This design comes from an exercise in tuning for small area on the open sky130 flow, not from production work. Function was checked by simulation only, so behaviour that the tests miss may differ from the original. No activity file was given, so power comes from the tool's default toggle rates.

### flow/run.sh
#!/bin/bash
# The standard layout (standard.sh), with three changes:
#  - synthesis maps the logic with an area-oriented ABC script (synth.tcl,
#    area.abc); flip-flops are mapped as in the standard synthesis;
#  - port buffers are buf_1;
#  - the clock tree uses small clock buffers and no dummy loads.
# Each make step's full log stays under orfs/logs/; the make output as a
# whole goes to make.log here.
set -euo pipefail
here=$(pwd)
# The platform's don't-use cells, and very large cells that timing repair
# would otherwise pick for the one high-fanout net (given on the make command
# line, since ORFS re-runs make for each step without the environment's
# additions to this list).
dont_use="sky130_fd_sc_hd__probe_p_8 sky130_fd_sc_hd__probec_p_8 sky130_fd_sc_hd__lpflow_bleeder_1 sky130_fd_sc_hd__lpflow_clkbufkapwr_1 sky130_fd_sc_hd__lpflow_clkbufkapwr_16 sky130_fd_sc_hd__lpflow_clkbufkapwr_2 sky130_fd_sc_hd__lpflow_clkbufkapwr_4 sky130_fd_sc_hd__lpflow_clkbufkapwr_8 sky130_fd_sc_hd__lpflow_clkinvkapwr_1 sky130_fd_sc_hd__lpflow_clkinvkapwr_16 sky130_fd_sc_hd__lpflow_clkinvkapwr_2 sky130_fd_sc_hd__lpflow_clkinvkapwr_4 sky130_fd_sc_hd__lpflow_clkinvkapwr_8 sky130_fd_sc_hd__lpflow_decapkapwr_12 sky130_fd_sc_hd__lpflow_decapkapwr_3 sky130_fd_sc_hd__lpflow_decapkapwr_4 sky130_fd_sc_hd__lpflow_decapkapwr_6 sky130_fd_sc_hd__lpflow_decapkapwr_8 sky130_fd_sc_hd__lpflow_inputiso0n_1 sky130_fd_sc_hd__lpflow_inputiso0p_1 sky130_fd_sc_hd__lpflow_inputiso1n_1 sky130_fd_sc_hd__lpflow_inputiso1p_1 sky130_fd_sc_hd__lpflow_inputisolatch_1 sky130_fd_sc_hd__lpflow_isobufsrc_1 sky130_fd_sc_hd__lpflow_isobufsrc_16 sky130_fd_sc_hd__lpflow_isobufsrc_2 sky130_fd_sc_hd__lpflow_isobufsrc_4 sky130_fd_sc_hd__lpflow_isobufsrc_8 sky130_fd_sc_hd__lpflow_isobufsrckapwr_16 sky130_fd_sc_hd__lpflow_lsbuf_lh_hl_isowell_tap_1 sky130_fd_sc_hd__lpflow_lsbuf_lh_hl_isowell_tap_2 sky130_fd_sc_hd__lpflow_lsbuf_lh_hl_isowell_tap_4 sky130_fd_sc_hd__lpflow_lsbuf_lh_isowell_4 sky130_fd_sc_hd__lpflow_lsbuf_lh_isowell_tap_1 sky130_fd_sc_hd__lpflow_lsbuf_lh_isowell_tap_2 sky130_fd_sc_hd__lpflow_lsbuf_lh_isowell_tap_4 sky130_fd_sc_hd__buf_12 sky130_fd_sc_hd__buf_16 sky130_fd_sc_hd__buf_6 sky130_fd_sc_hd__buf_8 sky130_fd_sc_hd__bufbuf_16 sky130_fd_sc_hd__bufbuf_8 sky130_fd_sc_hd__bufinv_16 sky130_fd_sc_hd__bufinv_8 sky130_fd_sc_hd__clkbuf_16 sky130_fd_sc_hd__clkbuf_8 sky130_fd_sc_hd__clkinv_16 sky130_fd_sc_hd__clkinv_8 sky130_fd_sc_hd__ebufn_8 sky130_fd_sc_hd__einvn_8 sky130_fd_sc_hd__einvp_8 sky130_fd_sc_hd__inv_12 sky130_fd_sc_hd__inv_16 sky130_fd_sc_hd__inv_6 sky130_fd_sc_hd__inv_8 sky130_fd_sc_hd__mux2_8 sky130_fd_sc_hd__nand2_8 sky130_fd_sc_hd__nor2_8"
export SYNTH_INSBUF=0
export AREA_ABC_SCRIPT=$here/flow/area.abc
export BUFFER_PORTS_ARGS="-buffer_cell sky130_fd_sc_hd__buf_1"
export CTS_ARGS="-sink_clustering_enable -repair_clock_nets -dont_use_dummy_load -buf_list {sky130_fd_sc_hd__clkbuf_2 sky130_fd_sc_hd__clkbuf_4}"
bash standard.sh SYNTH_SCRIPT=$here/flow/synth.tcl SKIP_REPAIR_TIE_FANOUT=1 DONT_USE_CELLS="$dont_use" finish > make.log 2>&1
### flow/area.abc
strash
dc2
&get -n
&dch -f
&nf -a -R 1000
&put
### flow/synth.tcl
# synth_recipe.tcl (the standard synthesis) with one change: ABC maps the
# logic for area with an area-recovering script, and only with the
# smallest drive strength of each cell (placement and timing repair
# resize where needed). Flip-flops are mapped before ABC runs, as before.
proc synth {args} { yosys synth -nofsm -noshare {*}$args }
proc abc {args} {
  set out {}
  set skip 0
  foreach a $args {
    if {$skip} { set skip 0; continue }
    if {$a eq "-script"} {
      set skip 1
      continue
    }
    lappend out $a
  }
  foreach p {_2 _3 _4 _6 _8 _12 _16} { lappend out -dont_use "*$p" }
  yosys abc -script $::env(AREA_ABC_SCRIPT) {*}$out
}
source $::env(SCRIPTS_DIR)/synth.tcl
# left out here: clear keep_hierarchy, flatten, clean up, hide names made inside functions, write 1_2_yosys.v
### standard.sh
#!/bin/bash
# synth_recipe.tcl (not shown) runs the flow's synth.tcl, then flattens the netlist and writes it again
# the make line also repeats each setting of config.mk as NAME=value (left out here)
make -C /OpenROAD-flow-scripts/flow DESIGN_CONFIG=/design/flow/config.mk WORK_HOME=/design/flow/orfs CLKGATE_MAP_FILE= SYNTH_SCRIPT=/design/flow/synth_recipe.tcl "${@:-finish}"
### config.mk
export PLATFORM = sky130hd
export DESIGN_NAME = prize_field
export DESIGN_NICKNAME = prize_field
export VERILOG_FILES = /design/flow/design.v
export SDC_FILE = /design/flow/constraint.sdc
export NUM_CORES = 4
export LEC_CHECK = 0
export CAP_MARGIN = 0
export CORE_MARGIN = 2
export CORE_UTILIZATION = 55
export GPL_TIMING_DRIVEN = 0
export SLEW_MARGIN = 0
### constraint.sdc
create_clock -name core_clock -period 5.0 [get_ports {clk}]
set_input_delay 1.0000 -clock core_clock [delete_from_list [all_inputs] [get_ports {clk}]]
set_output_delay 1.0000 -clock core_clock [all_outputs]
set_load 0.01 [all_outputs]
### design.v
`timescale 1ns/1ps
package prize_pkg;
	localparam int GRID_COLS = 10;
	localparam int GRID_ROWS = 7;
	function automatic logic [1:0] level_map(input int layer, input int lvl,
			input int row, input int col);
		logic [1:0] k;
		k = 2'd0;
		if (layer == 0 && lvl == 0) begin
			if (row == 1 && (col == 1 || col == 2 || col == 3)) k = 2'd1;
			if (row == 2 && col == 7) k = 2'd2;
			if (row == 4 && (col == 0 || col == 9)) k = 2'd1;
			if (row == 4 && col == 5) k = 2'd2;
			if (row == 6 && (col == 2 || col == 3)) k = 2'd1;
		end else if (layer == 0 && lvl == 1) begin
			if (row == 0 && col == 9) k = 2'd2;
			if (row == 1) k = 2'd1;
			if (row == 3 && (col == 4 || col == 5)) k = 2'd1;
			if (row == 5 && col == 0) k = 2'd2;
			if (row == 5 && col == 8) k = 2'd1;
		end else if (layer == 1 && lvl == 0) begin
			if (row == 3 && col == 2) k = 2'd1;
			if (row == 4 && col == 5) k = 2'd1;
		end else if (layer == 1 && lvl == 1) begin
			if (row == 2 && col == 6) k = 2'd1;
		end
		level_map = k;
	endfunction
endpackage
`timescale 1ns/1ps
module grid_addresser (
	input  logic [4:0] cx,
	input  logic [4:0] cy,
	output logic [9:0] col,
	output logic [6:0] row
);
	always_comb begin
		for (int c = 0; c < 10; c++) col[c] = (cx == 5'(c));
		for (int r = 0; r < 7; r++) row[r] = (cy == 5'(r));
	end
endmodule
`timescale 1ns/1ps
module prize_layer (
	input  logic q,
	input  logic nrl,
	input  logic row,
	input  logic col,
	input  logic ld,
	output logic d
);
	assign d = (q && nrl) || (row && col) || ld;
endmodule
module prize_bit (
	input  logic q,
	input  logic nrl,
	input  logic row,
	input  logic col,
	output logic d
);
	assign d = (q && nrl) || (row && col);
endmodule
`timescale 1ns/1ps
module prize_mixer #(
	parameter int N = 10
) (
	input  logic [N-1:0] v,
	input  logic [N-1:0] sel,
	output logic         y
);
	assign y = |(v & sel);
endmodule
`timescale 1ns/1ps
module prize_field (
	input  logic        clk,
	input  logic        resetN,
	input  logic [10:0] pixel_x,
	input  logic [10:0] pixel_y,
	input  logic [10:0] player_x,
	input  logic [10:0] player_y,
	input  logic        prize_hit,
	input  logic        block_hit,
	input  logic [3:0]  hit_edge,
	input  logic        level,
	input  logic        next_level,
	input  logic        player_alive,
	input  logic [9:0]  random_bits,
	output logic        draw,
	output logic [2:0]  prize_kind,
	output logic [10:0] tile_left,
	output logic [10:0] tile_top,
	output logic [1:0]  color_variant
);
	localparam int ROWS = prize_pkg::GRID_ROWS;
	localparam int COLS = prize_pkg::GRID_COLS;
	logic rl;
	logic nrl;
	logic ld0;
	logic ld1;
	assign rl  = !resetN || next_level || !player_alive;
	assign nrl = !rl;
	assign ld0 = rl && !(resetN && level);
	assign ld1 = rl && resetN && level;
	logic [COLS-1:0] q_col;
	logic [ROWS-1:0] q_row;
	logic [ROWS-1:0] take_row;
	logic [ROWS-1:0] bump_row;
	grid_addresser player_addr (
		.cx  (player_x[10:6]),
		.cy  (player_y[10:6]),
		.col (q_col),
		.row (q_row)
	);
	assign take_row = {ROWS{prize_hit && nrl}} & q_row;
	assign bump_row = {ROWS{block_hit && (hit_edge == 4'b0100) && !prize_hit && nrl}} & q_row;
	logic [ROWS*COLS-1:0] l1;
	logic [ROWS*COLS-1:0] l1_d;
	logic [ROWS*COLS-1:0] t_any;
	logic [ROWS*COLS-1:0] t_gem;
	for (genvar r = 0; r < ROWS; r++) begin : g_row
		for (genvar c = 0; c < COLS; c++) begin : g_col
			localparam logic [1:0] K00 = prize_pkg::level_map(0, 0, r, c);
			localparam logic [1:0] K01 = prize_pkg::level_map(0, 1, r, c);
			localparam logic [1:0] K10 = prize_pkg::level_map(1, 0, r, c);
			localparam logic [1:0] K11 = prize_pkg::level_map(1, 1, r, c);
			localparam logic [1:0] KIND0 = K00 | K01;
			localparam int I = r * COLS + c;
			if (K10 != 2'd0) begin : g_l1_ld0
				prize_layer u_l1 (.q(l1[I]), .nrl(nrl), .row(bump_row[r]), .col(q_col[c]), .ld(ld0), .d(l1_d[I]));
			end else if (K11 != 2'd0) begin : g_l1_ld1
				prize_layer u_l1 (.q(l1[I]), .nrl(nrl), .row(bump_row[r]), .col(q_col[c]), .ld(ld1), .d(l1_d[I]));
			end else begin : g_l1
				prize_bit u_l1 (.q(l1[I]), .nrl(nrl), .row(bump_row[r]), .col(q_col[c]), .d(l1_d[I]));
			end
			if (KIND0 != 2'd0) begin : g_l0
				logic e0;
				logic e0_d;
				if (K00 == 2'd0) begin : g_ld0
					prize_layer u_e0 (.q(e0), .nrl(nrl), .row(take_row[r]), .col(q_col[c]), .ld(ld0), .d(e0_d));
				end else if (K01 == 2'd0) begin : g_ld1
					prize_layer u_e0 (.q(e0), .nrl(nrl), .row(take_row[r]), .col(q_col[c]), .ld(ld1), .d(e0_d));
				end else begin : g_both
					prize_bit u_e0 (.q(e0), .nrl(nrl), .row(take_row[r]), .col(q_col[c]), .d(e0_d));
				end
				always_ff @(posedge clk) e0 <= e0_d;
				assign t_any[I] = l1[I] || !e0;
				assign t_gem[I] = (KIND0 == 2'd2) && !e0;
			end else begin : g_no_l0
				assign t_any[I] = l1[I];
				assign t_gem[I] = 1'b0;
			end
		end
	end
	always_ff @(posedge clk) l1 <= l1_d;
	logic [COLS-1:0] p_col;
	logic [ROWS-1:0] p_row;
	logic [ROWS-1:0] row_any;
	logic [ROWS-1:0] row_gem;
	logic            a_any;
	logic            a_gem_d;
	grid_addresser pixel_addr (
		.cx  (pixel_x[10:6]),
		.cy  (pixel_y[10:6]),
		.col (p_col),
		.row (p_row)
	);
	for (genvar r = 0; r < ROWS; r++) begin : g_lookup
		prize_mixer #(.N(COLS)) u_any (.v(t_any[r*COLS +: COLS]), .sel(p_col), .y(row_any[r]));
		assign row_gem[r] = |(t_gem[r*COLS +: COLS] & p_col);
	end
	prize_mixer #(.N(ROWS)) u_any_r (.v(row_any), .sel(p_row), .y(a_any));
	assign a_gem_d = |(row_gem & p_row);
	logic [3:0] pc;
	logic [2:0] pr;
	logic [3:0] a_col, b_col, c_col;
	logic [2:0] a_row, b_row, c_row;
	logic       a_gem, b_gem, c_gem;
	logic [1:0] c_cv;
	assign pc = pixel_x[9:6];
	assign pr = pixel_y[8:6];
	always_ff @(posedge clk) begin
		a_col <= {pc[3] | !a_any, pc[2], pc[1] | !a_any, pc[0]};
		a_row <= pr;
		a_gem <= a_gem_d;
		b_col <= a_col;
		b_row <= a_row;
		b_gem <= a_gem;
		c_col <= b_col;
		c_row <= b_row;
		c_gem <= b_gem;
		c_cv  <= {random_bits[b_row], b_col[3] ? random_bits[{3'b100, b_col[0]}] : random_bits[b_col[2:0]]};
	end
	assign draw          = !(c_col[3] && (c_col[2] || c_col[1]));
	assign prize_kind    = {1'b0, c_gem, draw && !c_gem};
	assign tile_left     = {1'b0, c_col, 6'd0};
	assign tile_top      = {2'b00, c_row, 6'd0};
	assign color_variant = c_cv;
endmodule
==> results of run 1 <==
==> metrics by stage <==
| stage | total power, uW | area [sq um] | setup TNS (ps) |
|---|---|---|---|
| after floorplan | 1041 | 4313 | 0 |
| after global placement | 1082 | 4636 | -12790 |
| after detailed placement | 1086 | 4656 | 0 |
| after CTS | 1503 | 4783 | 0 |
| after global routing | 1561 | 4792 | 0 |
| final | 1499 | 4792 | 0 |
==> power by group <==
group	total (uW)	leakage [uW]	switching (uW)	internal (uW)
combinational	101	0.000579	65.7	34.9
sequential	966	0.000956	12.7	953
clock	433	0.0000782	278	155
total	1500	0.00161	356	1140
==> final cells by class <==
cell class,count,area (sq um)
Timing Repair Buffer,54,210.2
Sequential cell,117,2342
Multi-Input combinational cell,341,1936
Fill cell,721,2855
Inverter,13,48.80
Tap cell,102,127.6
Clock buffer,17,127.6
==> logic make-up after synthesis <==
group / count (synthesis)
flops: 117
other cells: 1
mux: 4
simple gates: 185
buf+inv: 13
compound gates: 151
==> worst max path at each step <==
stage / slack, ps / depth (start not counted) / to / start
detailed placement: 1170 / 10 / a_col[1] / pixel_x[6]
global route: 1600 / 10 / a_col[1] / pixel_x[6]
global placement: -560 / 5 / g_row[3].g_col[4].g_l0.e0 / resetN
CTS: 1690 / 10 / a_col[1] / pixel_x[6]
floorplan: 1060 / 4 / g_row[0].g_col[9].g_l0.e0 / player_alive
finish: 1700 / 10 / a_col[1] / pixel_x[6]
==> metal layers <==
| metal | up-vias | part of all wire [%] | global-route usage, % |
|---|---|---|---|
| met1 | 1794 | 45 | 38.23 |
| met2 | 161 | 46 | 44.16 |
| met4 | 0 | 1.5 | 8.209 |
| met3 | 20 | 8.0 | 7.404 |
| met5 | - | 0 | 0 |
| li1 | 1868 | - | - |
==> cell usage after synthesis, drive strengths merged (3+ instances only) <==
cell type	number	share of area (%)
and3	6	0.87
a222oi	12	2.8
o21ai	96	11
nor2b	7	1.0
nand3b	3	0.52
nor3	11	1.3
a221o	11	2.6
nand2b	20	2.9
a21oi	16	1.9
nand4	7	1.0
a22oi	6	1.0
nand2	87	7.6
or3b	4	0.81
nand3	5	0.58
nor2	15	1.3
a221oi	3	0.61
dfxtp	117	54
clkinv	13	1.1
nand4b	3	0.61
or3	5	0.73
nor3b	3	0.52
==> registers in the layout (all words and copies together), names as in the netlist <==
name                 cells
b_row                    3
b_col                    4
c_gem                    1
a_col                    4
a_row                    3
c_cv                     2
l1                      70
c_col                    4
b_gem                    1
c_row                    3
g_row.g_col.g_l0.e0     21
a_gem                    1
==> cells in the final DEF (no fill, tap or decap), drive strengths merged, types with 6 or more instances in the layout <==
cell    count
a221o      11
a21oi      16
a22oi       6
a222oi     12
buf        54
clkinv     13
clkbuf     17
o21ai      96
nor3       11
nand2b     20
nor2b       7
nor2       15
nand4       7
nand2      87
dfxtp     117
and3        6
==> results.txt, run 1 <==
The run finished with no timing, DRC or antenna violations. The number of detailed-routing iterations run before antenna repair was 6. The XOR/XNOR share of the synthesized area was 0%. In this run, CTS created clock tree buffers numbering 17. Counting every instance in the synthesized netlist gives 471. The total number of nets in the final design came out at 609. The most used flip-flop cell after synthesis is dfxtp_1. After synthesis, flip-flops and latches occupy 54.34% of the total area. The largest individual stage delay along the critical path comes from the cell nor3_1. The clock transition time at the flip-flop clock pins of the worst setup and hold paths was 80 ps; the synthesized-area fraction occupied by ao, oa, aoi and oai cells was 21.25%. Traced cell by cell, the critical path runs through buf_1, or3b_1, nor3_1, a222oi_1, and3_1, nand4_1, and4b_1, a31oi_1, nand3_1, nand2b_1. Maximum cell stage delay along the critical path: 960 ps. In the final layout, the share of cells above drive strength 1 is 4.059%. The repair_antennas step left the layout with diodes totalling 0. In this run the critical register-to-register path is launched from l1[58].

The Yosys step of the flow raised 2 warnings. The final count of hold timing violations is 0. The layout-stage area growth over the synthesis result is 11.18%. STA classifies the critical path startpoint as an input pin.

After Yosys synthesis, and, or, nand and nor cells account for 21.51% of the synthesized area. The number of vias per cell after detailed routing is 5.967. Measured along the x axis, the die boundary spans 92.53 microns.

The count of nets left with antenna violations once routing finished came out at 0. The final layout contains routed wiring with a total length of 11.56 mm. The main combinational cell family by area after synthesis is simple AND/OR/NAND/NOR gates. The run gives 4310 sq um as the cell area after synthesis. The setup check on the worst reg-to-reg path leaves a slack of 3240 ps.

The portion of synthesized area spent on multiplexers is 1.684%. When the netlist entered floorplanning its net count stood at 536. The dominant delay contributor by cell family on the critical path is simple AND/OR/NAND/NOR gates.

The die covers 8561 sq um. The data arrival time of the critical path was 3690 ps. For this run the aggregate overflow at the end of global routing stands at 0.

The category of the worst setup path capture point was a register. Via total after detailed routing: 3843. The tools report the count of max-cap constraint violations as 0.

The type of the worst setup path is in -> reg. The worst hold path terminates at b_col[2]. The clock sink count was 117; the share of the core filled with cells was 62.66%.

In this run the power density over the cells is 312.9 nW/um^2. The sum of buffers and inverters on the critical path was 1; the post-route clock skew was 22.61 ps. In this run the post-CTS setup repair buffer count came out at 0. The worst hold path passes through 0 cells. The cell count after placement came out at 627. The clock reaches the later pin of the worst-skew pair after 490 ps.

The run gives 0 as the number of pins with negative max-slew slack in the final report. The logs give 0 for the number of resized instances in the post-cts repair step and 0.001613 uW for the leakage power total. After floorplanning, the core was sized to cover 7647 sq um.

For the pin with the worst max-slew slack, the measured transition is 1386 ps. The first global-routing pass estimated 18.03 mm of wire. The final-layout worst hold slack is 314.3 ps, and the number of antenna violations at the first check in global routing is 0. The endpoint of the worst register-to-register path is a_col[1].

In the routed design, unresolved DRC markers number 0. The logs give 3467 for the number of global-route vias before repair and 38 for the maximum number of pins on one net before global-route repair. The pre-CTS setup slack came out at 1166 ps.

DRC violation total after the first TritonRoute iteration: 363. After layout, the worst setup slack is 1702 ps. The average size of a mapped cell was 9.152 sq um; the normalized max-slew margin was 6.866%. The average routed wire per standard cell was 17.95 microns.

The clock tree synthesis step divided the H-tree into 4 levels. For the top-level I/O count, the log shows 93. Data on the critical path is required at its endpoint by 5390 ps.

Buffers inserted to repair hold after CTS numbered 0. In this run the core area contains 32 standard-cell rows. The wire-length estimate of the detail-placed layout is 7.919 mm. The root buffer cell is clkbuf_4.

Setup repair after global routing left no endpoint under its margin. After layout, the worst path uses 65.95% of the clock period. The proportion of synthesized flip-flops having asynchronous set or reset is 0%. The worst hold path begins at a_col[2]. The min-delay analysis places its worst path in the category reg -> reg. In this run the worst path has a maximum fanout of 7. Largest voltage drop on the vdd net: 0.2001 mV. The die height was 92.53 microns.

The run gives 0.7983 as the final weighted congestion in routability-driven placement. Time the final worst path needs with I/O delays and setup: 3298 ps. The count of endpoints failing setup in the final report is 0, and the depth of the worst register-to-register path is 8. After synthesis, the netlist uses 35 different library cells.

The synthesized netlist devotes 0% of its cell area to adder and majority cells. The initial utilization of the core area, before any placement, comes to 56.36%. The tools report the number of buffers between clock root and the deepest sink as 2. Based on the critical path, the design can be clocked at up to 303.3 MHz.

For this run, the number of standard cells in the final layout without fillers is 644. Total routing usage reported by global routing: 28.11%. In this run the tool buffered the top-level ports with 52 buffer cells. TritonCTS built the clock tree. The register bit total from synthesis is 117. In this run, synthesis inferred 0 flip-flops with an integrated enable.
==> run 2: changes to the inputs <==
==> flow/run.sh (replaced) <==
#!/bin/bash
# The standard layout (standard.sh), with three changes:
#  - synthesis maps the logic with an area-oriented ABC script (synth.tcl,
#    area.abc); flip-flops are mapped as in the standard synthesis;
#  - port buffers are buf_1;
#  - the clock tree uses small clock buffers and no dummy loads.
# Each make step's full log stays under orfs/logs/; the make output as a
# whole goes to make.log here.
set -euo pipefail
here=$(pwd)
# The platform's don't-use cells, and very large cells that timing repair
# would otherwise pick for the one high-fanout net (given on the make command
# line, since ORFS re-runs make for each step without the environment's
# additions to this list).
dont_use="sky130_fd_sc_hd__probe_p_8 sky130_fd_sc_hd__probec_p_8 sky130_fd_sc_hd__lpflow_bleeder_1 sky130_fd_sc_hd__lpflow_clkbufkapwr_1 sky130_fd_sc_hd__lpflow_clkbufkapwr_16 sky130_fd_sc_hd__lpflow_clkbufkapwr_2 sky130_fd_sc_hd__lpflow_clkbufkapwr_4 sky130_fd_sc_hd__lpflow_clkbufkapwr_8 sky130_fd_sc_hd__lpflow_clkinvkapwr_1 sky130_fd_sc_hd__lpflow_clkinvkapwr_16 sky130_fd_sc_hd__lpflow_clkinvkapwr_2 sky130_fd_sc_hd__lpflow_clkinvkapwr_4 sky130_fd_sc_hd__lpflow_clkinvkapwr_8 sky130_fd_sc_hd__lpflow_decapkapwr_12 sky130_fd_sc_hd__lpflow_decapkapwr_3 sky130_fd_sc_hd__lpflow_decapkapwr_4 sky130_fd_sc_hd__lpflow_decapkapwr_6 sky130_fd_sc_hd__lpflow_decapkapwr_8 sky130_fd_sc_hd__lpflow_inputiso0n_1 sky130_fd_sc_hd__lpflow_inputiso0p_1 sky130_fd_sc_hd__lpflow_inputiso1n_1 sky130_fd_sc_hd__lpflow_inputiso1p_1 sky130_fd_sc_hd__lpflow_inputisolatch_1 sky130_fd_sc_hd__lpflow_isobufsrc_1 sky130_fd_sc_hd__lpflow_isobufsrc_16 sky130_fd_sc_hd__lpflow_isobufsrc_2 sky130_fd_sc_hd__lpflow_isobufsrc_4 sky130_fd_sc_hd__lpflow_isobufsrc_8 sky130_fd_sc_hd__lpflow_isobufsrckapwr_16 sky130_fd_sc_hd__lpflow_lsbuf_lh_hl_isowell_tap_1 sky130_fd_sc_hd__lpflow_lsbuf_lh_hl_isowell_tap_2 sky130_fd_sc_hd__lpflow_lsbuf_lh_hl_isowell_tap_4 sky130_fd_sc_hd__lpflow_lsbuf_lh_isowell_4 sky130_fd_sc_hd__lpflow_lsbuf_lh_isowell_tap_1 sky130_fd_sc_hd__lpflow_lsbuf_lh_isowell_tap_2 sky130_fd_sc_hd__lpflow_lsbuf_lh_isowell_tap_4 sky130_fd_sc_hd__buf_12 sky130_fd_sc_hd__buf_16 sky130_fd_sc_hd__buf_6 sky130_fd_sc_hd__buf_8 sky130_fd_sc_hd__bufbuf_16 sky130_fd_sc_hd__bufbuf_8 sky130_fd_sc_hd__bufinv_16 sky130_fd_sc_hd__bufinv_8 sky130_fd_sc_hd__clkbuf_16 sky130_fd_sc_hd__clkbuf_8 sky130_fd_sc_hd__clkinv_16 sky130_fd_sc_hd__clkinv_8 sky130_fd_sc_hd__ebufn_8 sky130_fd_sc_hd__einvn_8 sky130_fd_sc_hd__einvp_8 sky130_fd_sc_hd__inv_12 sky130_fd_sc_hd__inv_16 sky130_fd_sc_hd__inv_6 sky130_fd_sc_hd__inv_8 sky130_fd_sc_hd__mux2_8 sky130_fd_sc_hd__nand2_8 sky130_fd_sc_hd__nor2_8  sky130_fd_sc_hd__a2111o_4 sky130_fd_sc_hd__a2111oi_4 sky130_fd_sc_hd__a211o_4 sky130_fd_sc_hd__a211oi_4 sky130_fd_sc_hd__a21bo_4 sky130_fd_sc_hd__a21boi_4 sky130_fd_sc_hd__a21o_4 sky130_fd_sc_hd__a21oi_4 sky130_fd_sc_hd__a221o_4 sky130_fd_sc_hd__a221oi_4 sky130_fd_sc_hd__a22o_4 sky130_fd_sc_hd__a22oi_4 sky130_fd_sc_hd__a2bb2o_4 sky130_fd_sc_hd__a2bb2oi_4 sky130_fd_sc_hd__a311o_4 sky130_fd_sc_hd__a311oi_4 sky130_fd_sc_hd__a31o_4 sky130_fd_sc_hd__a31oi_4 sky130_fd_sc_hd__a32o_4 sky130_fd_sc_hd__a32oi_4 sky130_fd_sc_hd__a41o_4 sky130_fd_sc_hd__a41oi_4 sky130_fd_sc_hd__and2_4 sky130_fd_sc_hd__and2b_4 sky130_fd_sc_hd__and3_4 sky130_fd_sc_hd__and3b_4 sky130_fd_sc_hd__and4_4 sky130_fd_sc_hd__and4b_4 sky130_fd_sc_hd__and4bb_4 sky130_fd_sc_hd__clkinv_4 sky130_fd_sc_hd__clkinvlp_4 sky130_fd_sc_hd__dfrtp_4 sky130_fd_sc_hd__dfstp_4 sky130_fd_sc_hd__dfxtp_4 sky130_fd_sc_hd__dlclkp_4 sky130_fd_sc_hd__dlrtn_4 sky130_fd_sc_hd__dlrtp_4 sky130_fd_sc_hd__dlxtn_4 sky130_fd_sc_hd__ebufn_4 sky130_fd_sc_hd__einvn_4 sky130_fd_sc_hd__einvp_4 sky130_fd_sc_hd__fa_4 sky130_fd_sc_hd__ha_4 sky130_fd_sc_hd__inv_4 sky130_fd_sc_hd__maj3_4 sky130_fd_sc_hd__mux2_4 sky130_fd_sc_hd__mux2i_4 sky130_fd_sc_hd__mux4_4 sky130_fd_sc_hd__nand2_4 sky130_fd_sc_hd__nand2b_4 sky130_fd_sc_hd__nand3_4 sky130_fd_sc_hd__nand3b_4 sky130_fd_sc_hd__nand4_4 sky130_fd_sc_hd__nand4b_4 sky130_fd_sc_hd__nand4bb_4 sky130_fd_sc_hd__nor2_4 sky130_fd_sc_hd__nor2b_4 sky130_fd_sc_hd__nor3_4 sky130_fd_sc_hd__nor3b_4 sky130_fd_sc_hd__nor4_4 sky130_fd_sc_hd__nor4b_4 sky130_fd_sc_hd__nor4bb_4 sky130_fd_sc_hd__o2111a_4 sky130_fd_sc_hd__o2111ai_4 sky130_fd_sc_hd__o211a_4 sky130_fd_sc_hd__o211ai_4 sky130_fd_sc_hd__o21a_4 sky130_fd_sc_hd__o21ai_4 sky130_fd_sc_hd__o21ba_4 sky130_fd_sc_hd__o21bai_4 sky130_fd_sc_hd__o221a_4 sky130_fd_sc_hd__o221ai_4 sky130_fd_sc_hd__o22a_4 sky130_fd_sc_hd__o22ai_4 sky130_fd_sc_hd__o2bb2a_4 sky130_fd_sc_hd__o2bb2ai_4 sky130_fd_sc_hd__o311a_4 sky130_fd_sc_hd__o311ai_4 sky130_fd_sc_hd__o31a_4 sky130_fd_sc_hd__o31ai_4 sky130_fd_sc_hd__o32a_4 sky130_fd_sc_hd__o32ai_4 sky130_fd_sc_hd__o41a_4 sky130_fd_sc_hd__o41ai_4 sky130_fd_sc_hd__or2_4 sky130_fd_sc_hd__or2b_4 sky130_fd_sc_hd__or3_4 sky130_fd_sc_hd__or3b_4 sky130_fd_sc_hd__or4_4 sky130_fd_sc_hd__or4b_4 sky130_fd_sc_hd__or4bb_4 sky130_fd_sc_hd__sdfrtp_4 sky130_fd_sc_hd__sdfstp_4 sky130_fd_sc_hd__sdfxtp_4 sky130_fd_sc_hd__sdlclkp_4 sky130_fd_sc_hd__sedfxtp_4 sky130_fd_sc_hd__xnor2_4 sky130_fd_sc_hd__xnor3_4 sky130_fd_sc_hd__xor2_4 sky130_fd_sc_hd__xor3_4"
export SYNTH_INSBUF=0
export AREA_ABC_SCRIPT=$here/flow/area.abc
export BUFFER_PORTS_ARGS="-buffer_cell sky130_fd_sc_hd__buf_1"
export CTS_ARGS="-sink_clustering_enable -repair_clock_nets -dont_use_dummy_load -buf_list {sky130_fd_sc_hd__clkbuf_2 sky130_fd_sc_hd__clkbuf_4}"
bash standard.sh SYNTH_SCRIPT=$here/flow/synth.tcl SKIP_REPAIR_TIE_FANOUT=1 DONT_USE_CELLS="$dont_use" finish > make.log 2>&1
==> results.txt, run 2 <==
The run finished with no timing, DRC or antenna violations. The count of buffers added on input and output ports is 52. The worst setup path is launched from an input pin. In the synthesized netlist the async set-or-reset flop fraction comes to 0%. The detail route stage leaves a number of antenna-violating nets equal to 0.

The analysis attributes to cell leakage a power of 0.001626 uW. The die covers 8561 sq um. The number of detailed-routing iterations run before antenna repair came out at 5. In the final layout, the registers with the most flip-flops are l1 x70, g_row.g_col.g_l0.e0 x21. The normalized max-slew margin is 7.720%, and the sum of negative setup slack is 0 ps. The total wire length after detailed routing is 11.58 mm. The worst setup path is of the in -> reg kind. The slew at the pin closest to its max-slew limit was 1384 ps. The maximum cell stage delay along the critical path came out at 960 ps.

Of the cells placed in the final design, the portion with a size suffix greater than 1 is 4.220%. The number of global-route vias before repair was 3505. Effective utilization at floorplan: 56.36%.

The share of total power in sequential cells is 64.5%, and the number of enable-type register cells in the synthesized netlist is 0. The register bit total from synthesis came out at 117. In this run the cell area of the synthesized design comes to 4310 sq um. The count of cell types in the netlist is 35, and the wire length of the first global-routing pass is 18.46 mm. Timing would allow up to 303.7 MHz. The final count of hold timing violations came out at 0. After clock tree synthesis, the clock-pin slew on the worst setup and hold paths is 90 ps. The clock network accounts for 28.8% of the total power. The number of fill cells in the layout was 703. In the synthesized netlist the dominant register cell turns out to be dfxtp_1. Yosys attributes the largest share of cell area to dfxtp_1 (54%), o21ai_0 (11%), nand2_1 (7.6%), nand2b_1 (2.9%), a222oi_1 (2.8%). For this design, the CTS-stage hold fixing added 0 buffers. The floorplan has 32 rows.

The clock passes through at most 2 buffers. Ranked by instance count, the synthesized netlist is headed by dfxtp_1 (117), o21ai_0 (96), nand2_1 (87), nand2b_1 (20), a21oi_1 (16). For the minimum setup slack in the final design, the log shows 1707 ps.

The clock arrives with 20.53 ps of skew. The die extent in x was 92.53 microns; the number of flip-flops in the largest register was 70. The tools report the number of antenna violations at the first check in global routing as 0.

The number of nets handed over by synthesis was 536. The cell area power density works out to 312.0 nW/um^2. More flip-flops sit in one register than any other, and that register is l1. The synthesized instance count is 471.

After clock tree synthesis, the repair step resized 0 gates. Entering global routing, the biggest net connects 27 pins. After synthesis, the largest area contributor takes up 54.34% of total cell area. The setup slack on the worst flop-to-flop path came out at 3240 ps. The internal power component was 1144 uW; the via total after detailed routing was 3848.

Net switching is 23.60% of the power. The most frequently used cell type in the post-synthesis netlist was dfxtp_1. The floorplan step set the die height to 92.53 microns. Traced cell by cell, the critical path runs through buf_1, or3b_1, nor3_1, a222oi_1, and3_1, nand4_1, and4b_1, a31oi_1, nand3_1, nand2b_1. The Yosys step of the flow raised 2 warnings.

Data arrives at the worst endpoint at 3680 ps. The final weighted congestion in routability-driven placement is 0.7983. On the critical path, the stage with the largest delay is an instance of nor3_1. In the global route stage, overall resource usage came out at 28.72%. In this run the post-CTS setup repair buffer count came out at 0. After detailed routing, the average wire length per cell comes to 17.90 microns. The proportion of synthesized chip area in sequential cells is 54.34%, and the average size of a mapped cell is 9.152 sq um.

The DRC violation total after the first TritonRoute iteration is 442. The number of antenna diodes in the final layout is 0. In the layout the commonest cells are dfxtp_1 (117), o21ai_0 (96), nand2_1 (87).

For the logic gate share of total power, the log shows 6.7%. Counting every sink on the clock net gives 117. In the routed layout, each cell is associated on average with a via count of 5.947.

Registers take 2342 sq um. The tools report the pre-CTS setup slack as 1200 ps. The count of endpoints failing setup in the final report was 0. At the worst endpoint, the required time is 5390 ps. Root buffer cell: clkbuf_4. The number of pins with negative max-slew slack in the final report is 0. The tools report the count of max-cap constraint violations as 0.

The class of the most critical hold timing path was reg -> reg. Total number of nets in the final design: 612. The smallest clock period supported by the final layout is computed as 3293 ps. The number of design rule violations left after detail routing came out at 0. The analysis attributes to net switching a power of 353.4 uW. Setup repair after global routing left no endpoint under its margin. TritonCTS built the clock tree. The later pin in the worst-skew pair is clocked with a latency of 480 ps. For the top-level I/O count, the log shows 93.

The largest fanout of any net on the critical path is 7. The worst setup path is captured at a register. Of all cell types, the one taking the most synthesized area is dfxtp_1.

Across the VDD grid, the largest voltage drop is 0.1550 mV. The clock buffer count from CTS came out at 17. The portion of the clock cycle consumed by the worst path in the final layout works out to 65.86%. The core outline area was 7647 sq um. Leaving out fill and tap cells, the most frequent cell in the layout is dfxtp_1. Summing all multi-input logic gate instances after layout gives 1922 sq um.

For this run the aggregate overflow at the end of global routing stands at 0. The number of H-tree branching levels is 4, and the final HPWL from detailed placement is 8.063 mm. Compared with the post-synthesis result, the final layout area differs by 11.32%. For the overall power, the log shows 1497 uW.
-- run 2: cell count changes in the layout (fill, tap and decap cells not counted), sizes merged --
cell	previous run	this run
buf	54	56
clkbuf	17	18
-- run 2: kinds of logic after synthesis --
family	count (synthesis)	share of synthesized area (%)
other cells	1	0.08700
simple gates	185	21.51
flops	117	54.34
mux	4	1.684
compound gates	151	21.25
buf+inv	13	1.132
-- run 2: area by class of cell --
| class | instances | share of cell area [%] |
|---|---|---|
| tap | 102 | 2.660 |
| clock buffer | 17 | 2.660 |
| multi-input combinational | 341 | 40.05 |
| timing repair buffer | 57 | 4.798 |
| inverter | 13 | 1.017 |
| sequential | 117 | 48.81 |
-- run 2: per-stage QoR --
stage / area (sq um) / utilization [%] / hold slack, ps / instances
after floorplan: 4313 / - / 309.6 / 471
after detailed placement: 4666 / 61.01 / 312.1 / 629
after global placement: 4636 / 60.62 / 310.1 / 625
after global routing: 4798 / 62.75 / 330.2 / 647
final: 4798 / 62.75 / 319.5 / 647
after CTS: 4793 / 62.68 / 314.7 / 646
-- run 2: path summary, 6_finish.rpt --
| path | startpoint | to | cells past startpoint |
|---|---|---|---|
| hold reg to reg | a_row[0] | b_row[0] | 0 |
| setup / recovery | pixel_x[6] | a_col[1] | 10 |
| setup reg to reg | l1[58] | a_col[1] | 8 |
| hold / removal | a_row[0] | b_row[0] | 0 |
-- run 2: power by group through the flow --
stage / sequential [uW] / clock, uW / combinational, uW
2_1_floorplan: 985 / 0 / 55.2
3_3_place_gp: 986 / 0 / 95.6
3_5_place_dp: 988 / 0 / 99.0
4_1_cts: 966 / 443 / 99.4
5_1_grt: 969 / 490 / 112
6_report: 966 / 431 / 101
-- run 2: layer usage --
metal  up-vias  GRT usage (%)  share of wire [%]
met5         -              0                  0
met4         0          9.826                1.3
met3        18          7.974                8.6
met2       189          43.61                 46
met1      1764          39.50                 44
li1       1877              -                  -
-- run 2: worst max-delay path: cells and delay by family --
kind            cells  cell delay, ps
simple gates        7            2150
buf+inv             1             190
compound gates      2             330

separate check: timing with driven ports:
No port has a modelled driver above. Below, the same layouts with a new extraction and two added sets of constraints. Step 1: set_driving_cell puts a clkbuf_16 on clk and a buf_2 on each other input, an assumption about the parent block. Step 2 times the ports against the registers' clock, not the clock port: input delays grow and output delays shrink by t, the midpoint of the rising clock arrivals with the driver on. a / b / c = ideal / step 1 / step 2; a / b = the first two.
run | t (ns) | setup slack, ns | worst hold slack (ns) | clock arrival spread, ns
run 1 | 0.514 | 1.702 / 1.700 / 1.187 | 0.314 / 0.314 / 0.314 | 0.035 / 0.035
run 2 | 0.510 | 1.707 / 1.701 / 1.191 | 0.320 / 0.320 / 0.320 | 0.033 / 0.033
After both steps every run listed still meets setup and hold. The setup slack of run 2, which loses most, moves by -0.006 ns with the drivers and by -0.516 ns with both steps.
